This is an optimization exercise on Yosys and OpenROAD, whose aim is small area, a short achievable clock period and few clock cycles per item, not a production implementation.
Only simulation tests tie the RTL to the original design; equivalence was not proved.
Power and IR drop assume default switching activity.

Setup of build 81:
## rational_arith_reduce
module rational_arith_reduce #(
   parameter int OPERAND_WIDTH = 16
) (
   input  logic                                  clock,
   input  logic                                  reset,
   input  logic                                  req_tvalid,
   output logic                                  req_tready,
   input  logic [8*((2+4*OPERAND_WIDTH+7)/8)-1:0] req_tdata,
   output logic                                  rsp_tvalid,
   input  logic                                  rsp_tready,
   output logic [71:0]                           rsp_tdata,
   output logic                                  rsp_tuser
);
   localparam int W  = OPERAND_WIDTH;    
   localparam int NW = 2 * W + 1;        
   localparam int UW = 2 * W;            
   localparam int DW = 2 * W - 1;        
   localparam logic [1:0] F_IDLE = 2'd0, F_MUL = 2'd1, F_POST = 2'd2;
   logic [1:0]    fe_st;
   logic [1:0]    cmd_q;
   logic [W-1:0]  xa_q, xb_q;           
   logic [W:0]    q1_q, q2_q;
   logic [W:0]    hn_q;                 
   logic [W-1:0]  hd_q;                 
   logic          sd_q;                 
   logic          err_q;
   logic [2:0]    cnt_q;
   logic          is_add, is_sub, is_mul, is_div;
   assign is_add = (cmd_q == rar_pkg::CMD_ADD);
   assign is_sub = (cmd_q == rar_pkg::CMD_SUB);
   assign is_mul = (cmd_q == rar_pkg::CMD_MUL);
  ...
export LEC_CHECK = 0
export CAP_MARGIN = 20
export CORE_MARGIN = 2
export CORE_UTILIZATION = 60
export CTS_CLUSTER_DIAMETER = 100
export CTS_CLUSTER_SIZE = 24
export SLEW_MARGIN = 20
create_clock -name core_clock -period 15.0 [get_ports {clock}]
standard.sh (not shown) runs the stock make flow with config.mk's settings and CLKGATE_MAP_FILE= SYNTH_SCRIPT=/design/flow/synth_recipe.tcl, a recipe that flattens the netlist after the stock synthesis.
==> flow/flow/run.sh <==
#!/bin/bash
# Standard layout (standard synthesis, floorplan, placement, CTS, routing) with
# the timing repair steps asked to leave 10.8 ns of setup slack at the design's
# clock period, so they size the critical paths up, and every port buffered
# with buf_2 rather than the default delay-buffer cell. The make output goes to
# make_finish.log; each ORFS step logs under orfs/logs/.
set -euo pipefail
bash standard.sh SETUP_SLACK_MARGIN=10.8 "BUFFER_PORTS_ARGS=-buffer_cell sky130_fd_sc_hd__buf_2" finish > make_finish.log 2>&1
Testbench counts of build 81, summed over its fixed seeds: cycles 38,469, items 2,400.
Setup changes, build 81 to build 19
# build 81
export LEC_CHECK = 0
export CAP_MARGIN = 20
export CORE_MARGIN = 2
export CORE_UTILIZATION = 60
export CTS_CLUSTER_DIAMETER = 100
export CTS_CLUSTER_SIZE = 24
export SLEW_MARGIN = 20
create_clock -name core_clock -period 15.0 [get_ports {clock}]
# build 19
export LEC_CHECK = 0
export CAP_MARGIN = 20
export CORE_MARGIN = 2
export CORE_UTILIZATION = 65
export CTS_CLUSTER_DIAMETER = 100
export CTS_CLUSTER_SIZE = 24
export SLEW_MARGIN = 20
create_clock -name core_clock -period 15.0 [get_ports {clock}]
==> flow/flow/run.sh <==
#!/bin/bash
# Standard layout (standard synthesis, floorplan, placement, CTS, routing) with
# the timing repair steps asked to leave 10.7 ns of setup slack at the design's
# clock period, so they size the critical paths up, and every port buffered
# with buf_2 rather than the default delay-buffer cell. The make output goes to
# make_finish.log; each ORFS step logs under orfs/logs/.
set -euo pipefail
bash standard.sh SETUP_SLACK_MARGIN=10.7 "BUFFER_PORTS_ARGS=-buffer_cell sky130_fd_sc_hd__buf_2" finish > make_finish.log 2>&1
Findings:
Re number of routed nets with antenna violations: no difference whatsoever between build 19 and build 81.
Smallest setup slack after layout, build 81 and build 19: smaller value in build 19
Of build 81 and build 19, build 19 shows the lower internal portion of total power, with build 81 above it.
Against build 81, final hold slack in build 19 came out better.
Relative to build 81, clock share of power increased by 0.3 points in build 19.
The following lists how build 70 was set up differently from build 19:
# build 19
export LEC_CHECK = 0
export CAP_MARGIN = 20
export CORE_MARGIN = 2
export CORE_UTILIZATION = 65
export CTS_CLUSTER_DIAMETER = 100
export CTS_CLUSTER_SIZE = 24
export SLEW_MARGIN = 20
create_clock -name core_clock -period 15.0 [get_ports {clock}]
# build 70
export LEC_CHECK = 0
export CAP_MARGIN = 20
export CORE_MARGIN = 2
export CORE_UTILIZATION = 70
export CTS_CLUSTER_DIAMETER = 100
export CTS_CLUSTER_SIZE = 24
export SLEW_MARGIN = 20
create_clock -name core_clock -period 15.0 [get_ports {clock}]
==> flow/flow/run.sh <==
#!/bin/bash
# Standard layout (standard synthesis, floorplan, placement, CTS, routing) with
# the timing repair steps asked to leave 10.8 ns of setup slack at the design's
# clock period, so they size the critical paths up, and every port buffered
# with buf_2 rather than the default delay-buffer cell. The make output goes to
# make_finish.log; each ORFS step logs under orfs/logs/.
set -euo pipefail
bash standard.sh SETUP_SLACK_MARGIN=10.8 "BUFFER_PORTS_ARGS=-buffer_cell sky130_fd_sc_hd__buf_2" finish > make_finish.log 2>&1
### Flow results
- Relative to build 19, the net switching power of build 70 is higher by about 5.6%.
- Max area added between synthesis and finish across build 70 and build 19: build 70
- Cmp build 70 vs build 19: shortest clock period the worst path allows after layout lower in build 70
- Build 70: clock share of power lower than build 19
- Total power of build 70 is higher than that of build 19.
- When build 70 is measured against build 19, its fraction of layout instances using a drive strength above 1 turns out 1.6 points higher.
- Taking build 19 as the reference, in build 70 first-pass GRT wire length held, source-to-sink clock delay at the later pin of the worst-skew pair closely matched the old numbers, total wirelength of the detailed-routed design higher.
For build 15, these inputs were changed with respect to build 70:
# build 70
export LEC_CHECK = 0
export CAP_MARGIN = 20
export CORE_MARGIN = 2
export CORE_UTILIZATION = 70
export CTS_CLUSTER_DIAMETER = 100
export CTS_CLUSTER_SIZE = 24
export SLEW_MARGIN = 20
create_clock -name core_clock -period 15.0 [get_ports {clock}]
# build 15
export LEC_CHECK = 0
export CAP_MARGIN = 20
export CORE_MARGIN = 2
export CORE_UTILIZATION = 40
export SLEW_MARGIN = 20
create_clock -name core_clock -period 15.0 [get_ports {clock}]
Findings:
On global-route usage: between build 70 and build 15, it ends up higher for build 70. The wire length of the first global-routing pass in build 15 is 1.07 times that in build 70. Summary: with build 70 as the reference, tap cell count in build 15 moved up by more than half. Build 15 vs build 70 — total placed cells including tap cells rose 12%.

========
rational_arith_reduce again, from the RTL that the note above started with.
clock: 15.0 ns
lec_check: 0
cap_margin: 20
core_margin: 2
core_utilization: 70
slew_margin: 20
==> flow/flow/run.sh <==
#!/bin/bash
# Standard layout (standard synthesis, floorplan, placement, CTS, routing) with
# the timing repair steps asked to leave 10.8 ns of setup slack at the design's
# clock period, so they size the critical paths up, and every port buffered
# with buf_2 rather than the default delay-buffer cell. The make output goes to
# make_finish.log; each ORFS step logs under orfs/logs/.
set -euo pipefail
bash standard.sh SETUP_SLACK_MARGIN=10.8 "BUFFER_PORTS_ARGS=-buffer_cell sky130_fd_sc_hd__buf_2" finish > make_finish.log 2>&1
The baseline completed without violations.
Testbench counts at the start, summed over its fixed seeds: cycles 38,469, items 2,400.
Then changed:
CORE_UTILIZATION = 65   (was 70)
CTS_CLUSTER_DIAMETER = 100   (was default)
CTS_CLUSTER_SIZE = 20   (was default)
PLACE_DENSITY = 0.8   (was default)
After rerunning: The changed run went through all stages and came out clean; fmax stays flat; worst setup slack is about the same; core utilization is lower by 5.7 points; count of clock-buffer cells in the layout is lower by 21.

========
== run 1 ==
Starting RTL as in the previous note.
export LEC_CHECK = 0
export CAP_MARGIN = 20
export CORE_MARGIN = 2
export CORE_UTILIZATION = 65
export CTS_CLUSTER_DIAMETER = 100
export CTS_CLUSTER_SIZE = 24
export SLEW_MARGIN = 20
create_clock -name core_clock -period 15.0 [get_ports {clock}]
==> flow/flow/run.sh <==
#!/bin/bash
# Standard layout (standard synthesis, floorplan, placement, CTS, routing) with
# the timing repair steps asked to leave 11.0 ns of setup slack at the design's
# clock period, so they size the critical paths up, and every port buffered
# with buf_2 rather than the default delay-buffer cell. The make output goes to
# make_finish.log; each ORFS step logs under orfs/logs/.
set -euo pipefail
bash standard.sh SETUP_SLACK_MARGIN=11.0 "BUFFER_PORTS_ARGS=-buffer_cell sky130_fd_sc_hd__buf_2" finish > make_finish.log 2>&1
Testbench counts of run 1, summed over its fixed seeds: cycles 38,469, items 2,400.
[inputs] run 2 vs run 1
Settings: a change of CORE_UTILIZATION from 65 to 55; a deleted CTS_CLUSTER_DIAMETER that had been 100; a deleted CTS_CLUSTER_SIZE that had been 24.
==> flow/flow/run.sh <==
#!/bin/bash
# Standard layout (standard synthesis, floorplan, placement, CTS, routing) with
# the timing repair steps asked to leave 10.8 ns of setup slack at the design's
# clock period, so they size the critical paths up, and every port buffered
# with buf_1 rather than the default delay-buffer cell. The make output goes to
# make_finish.log; each ORFS step logs under orfs/logs/.
set -euo pipefail
bash standard.sh SETUP_SLACK_MARGIN=10.8 "BUFFER_PORTS_ARGS=-buffer_cell sky130_fd_sc_hd__buf_1" finish > make_finish.log 2>&1
### Flow results
Run 2 went all the way through the flow, and no timing, DRC or antenna check failed.
Lower number of buffers outside the clock class in the layout was reported by run 2, not run 1.
Worst path setup slack after routing (higher): run 1
Max freq run 1 -> run 2: degraded
Timing startpoint of the critical path = v_q[0]$_DFFE_PP_: run 2; timing startpoint of the critical path = lerr_q$_SDFFCE_PN0P_: run 1
Diff run 1..run 2 | design area | negligible

========
== v59 ==
rational_arith_reduce again, from the RTL that the note above started with.
export LEC_CHECK = 0
export CAP_MARGIN = 20
export CORE_MARGIN = 2
export CORE_UTILIZATION = 65
export CTS_CLUSTER_DIAMETER = 100
export CTS_CLUSTER_SIZE = 20
export SLEW_MARGIN = 20
create_clock -name core_clock -period 15.0 [get_ports {clock}]
==> flow/flow/run.sh <==
#!/bin/bash
# Standard layout (standard synthesis, floorplan, placement, CTS, routing) with
# the timing repair steps asked to leave 10.8 ns of setup slack at the design's
# clock period, so they size the critical paths up, and every port buffered
# with buf_2 rather than the default delay-buffer cell. The make output goes to
# make_finish.log; each ORFS step logs under orfs/logs/.
set -euo pipefail
bash standard.sh SETUP_SLACK_MARGIN=10.8 "BUFFER_PORTS_ARGS=-buffer_cell sky130_fd_sc_hd__buf_2" finish > make_finish.log 2>&1
Testbench counts of v59, summed over its fixed seeds: cycles 38,469, items 2,400.
Here is what was changed in the inputs of v39 compared with v59.
- a deleted CTS_CLUSTER_SIZE that had been 20
- a change of CORE_UTILIZATION from 65 to 40
- a deleted CTS_CLUSTER_DIAMETER that had been 100
==> flow/flow/run.sh <==
#!/bin/bash
# Standard layout (standard synthesis, floorplan, placement, CTS, routing) with
# the timing repair steps asked to leave 10.6 ns of setup slack at the design's
# clock period, so they size the critical paths up, and every port buffered
# with buf_4 rather than the default delay-buffer cell. The make output goes to
# make_finish.log; each ORFS step logs under orfs/logs/.
set -euo pipefail
bash standard.sh SETUP_SLACK_MARGIN=10.6 "BUFFER_PORTS_ARGS=-buffer_cell sky130_fd_sc_hd__buf_4" finish > make_finish.log 2>&1
[summary]
For v39, the uppermost signal routing layer after detailed routing was met4, unlike v59, where it was met5.
Sequential share of layout area ends up lower on v39.
Between v59 and v39, the difference in worst clock skew is negligible.
v39 completed every stage of the flow, and the final layout passed the timing, design-rule and antenna checks.
Looking at non-clock buffer count across v59 and v39, the one that comes out higher is v59.
Fraction of layout cells with a size suffix above 1 | v39 below v59
| buffer share of cell area | lower: v39 |
The following lists how v9 was set up differently from v39:
- setting CTS_CLUSTER_DIAMETER to 120 for the first time
- setting CTS_CLUSTER_SIZE to 22 for the first time
- changing CORE_UTILIZATION from 40 to 65
==> flow/flow/run.sh <==
#!/bin/bash
# Standard layout (standard synthesis, floorplan, placement, CTS, routing) with
# the timing repair steps asked to leave 10.8 ns of setup slack at the design's
# clock period, so they size the critical paths up, and every port buffered
# with buf_2 rather than the default delay-buffer cell. The make output goes to
# make_finish.log; each ORFS step logs under orfs/logs/.
set -euo pipefail
bash standard.sh SETUP_SLACK_MARGIN=10.8 "BUFFER_PORTS_ARGS=-buffer_cell sky130_fd_sc_hd__buf_2" finish > make_finish.log 2>&1
Results
Compared with v39, the router placed more vias in v9. Diff v39 -> v9: half-perimeter wire length after detailed placement lost 1.8%, design area lost 1200 um^2, global-route wire length before repair lost about 4%, number of inserted diodes picked up an extra 2, area fraction of clock buffers and clock inverters lost 3.1 points. Across v9 and v39, the outcome is the same: a clean finish for every run. v9 against v39: largest net degree at the start of global routing went up 4, clock network power consumption went down 49%. Worst clock skew on the final layout: v9 > v39.
#### Input delta (v8 over v9)
- CORE_UTILIZATION: 65 -> 55
- CTS_CLUSTER_SIZE: 22 -> 20
- CTS_CLUSTER_DIAMETER: 120 -> 100
### Flow results
The number of instances in the placed design of v8 is higher than that of v9.
v9 → v8: worst hold slack essentially unchanged; utilization lower; die width shows an increase of about 9%; clock power higher.
v8 vs v9: buffers inserted during post-CTS setup optimization up in v8
Reported for v9 and v8, area after synthesis turned out identical to the last digit.
Delta (v8 minus v9): final setup slack of the worst path rose by 0.020 ns; number of cells upsized or downsized after cts increased by about 60% relative to the old numbers; total global routing track utilization now sits lower.
The inputs of v49 differ from those of v8 as listed below.
- CORE_UTILIZATION: 55 -> 65
- CTS_CLUSTER_SIZE: 20 -> 24
Notes after the runs:
Compared with v8, in v49 clock buffer instance count of the final layout decreased about 22%, fraction of power consumed by the clock network decreased 0.2 points, flip-flop and latch count essentially unchanged, least setup slack across all paths after layout essentially unchanged. | number of global-route vias before repair | v49 vs v8 | 513 higher |.
Here is what was changed in the inputs of v12 compared with v49.
- swapping 24 for 20 in CTS_CLUSTER_SIZE
- swapping 65 for 55 in CORE_UTILIZATION
- putting PLACE_DENSITY at 0.75 where nothing was set
==> run notes <==
- Summary of the comparison: part of the cycle the worst path needs is higher in v12, relative to v49.
- When v12 is set beside v49, its met1 usage turns out to be 8.4 points smaller.
- Fraction of power spent switching nets: v12 < v49
- | worst setup slack | lower: v12 |
- Going from v49 to v12, register-to-register slack shrinks by 0.03 ns.
- Taking v49 as the reference, in v12 placeable core region +19%, area growth from synthesis to layout +0.41 points, number of antenna violations at the first check in global routing ~0 delta, clock share of power +0.3 points.

==> static timing again, ports no longer ideal <==
Ports are ideal in the flow. The routed layouts listed here were re-timed in OpenROAD.
Step 1 assumes that a clkbuf_16 drives the clock port and a buf_2 every other input.
Step 2 times the ports against the registers' clock, not the clock port: input delays grow and output delays shrink by t, the midpoint of the rising clock arrivals with the driver on.
a / b / c = ideal / step 1 / step 2; a / b = the first two.
run	shift t [ns]	slack for setup (ns)	worst setup path after step 2	slew at the worst register clock pin (ns)	worst data-port slew with drivers (ns)
build 81	0.604	10.814 / 10.755 / 10.646	input to register	0.11 / 0.11	0.06
build 19	0.597	10.738 / 10.706 / 10.663	input to register	0.10 / 0.10	0.05
build 70	0.587	10.744 / 10.744 / 10.574	input to register	0.11 / 0.11	0.05
build 15	0.633	10.790 / 10.734 / 10.621	input to register	0.06 / 0.06	0.04
the first run of note 2	0.607	10.809 / 10.751 / 10.549	input to register	0.06 / 0.06	0.04
the second run of note 2	0.591	10.808 / 10.751 / 10.640	input to register	0.10 / 0.10	0.05
run 1	0.587	10.809 / 10.753 / 10.668	input to register	0.11 / 0.11	0.05
run 2	0.632	10.790 / 10.732 / 10.584	input to register	0.06 / 0.06	0.05
v59	0.601	10.817 / 10.759 / 10.604	input to register	0.10 / 0.10	0.05
v39	0.633	10.652 / 10.652 / 10.605	input to register	0.06 / 0.06	0.04
v9	0.599	10.804 / 10.746 / 10.613	input to register	0.11 / 0.11	0.05
v8	0.612	10.824 / 10.765 / 10.636	input to register	0.10 / 0.10	0.06
v49	0.597	10.826 / 10.768 / 10.602	input to register	0.11 / 0.11	0.05
v12	0.603	10.786 / 10.730 / 10.708	input to register	0.10 / 0.10	0.03
After both steps every run listed still meets setup and hold. The setup slack of the first run of note 2, which loses most, moves by -0.058 ns with the drivers and by -0.260 ns with both steps.
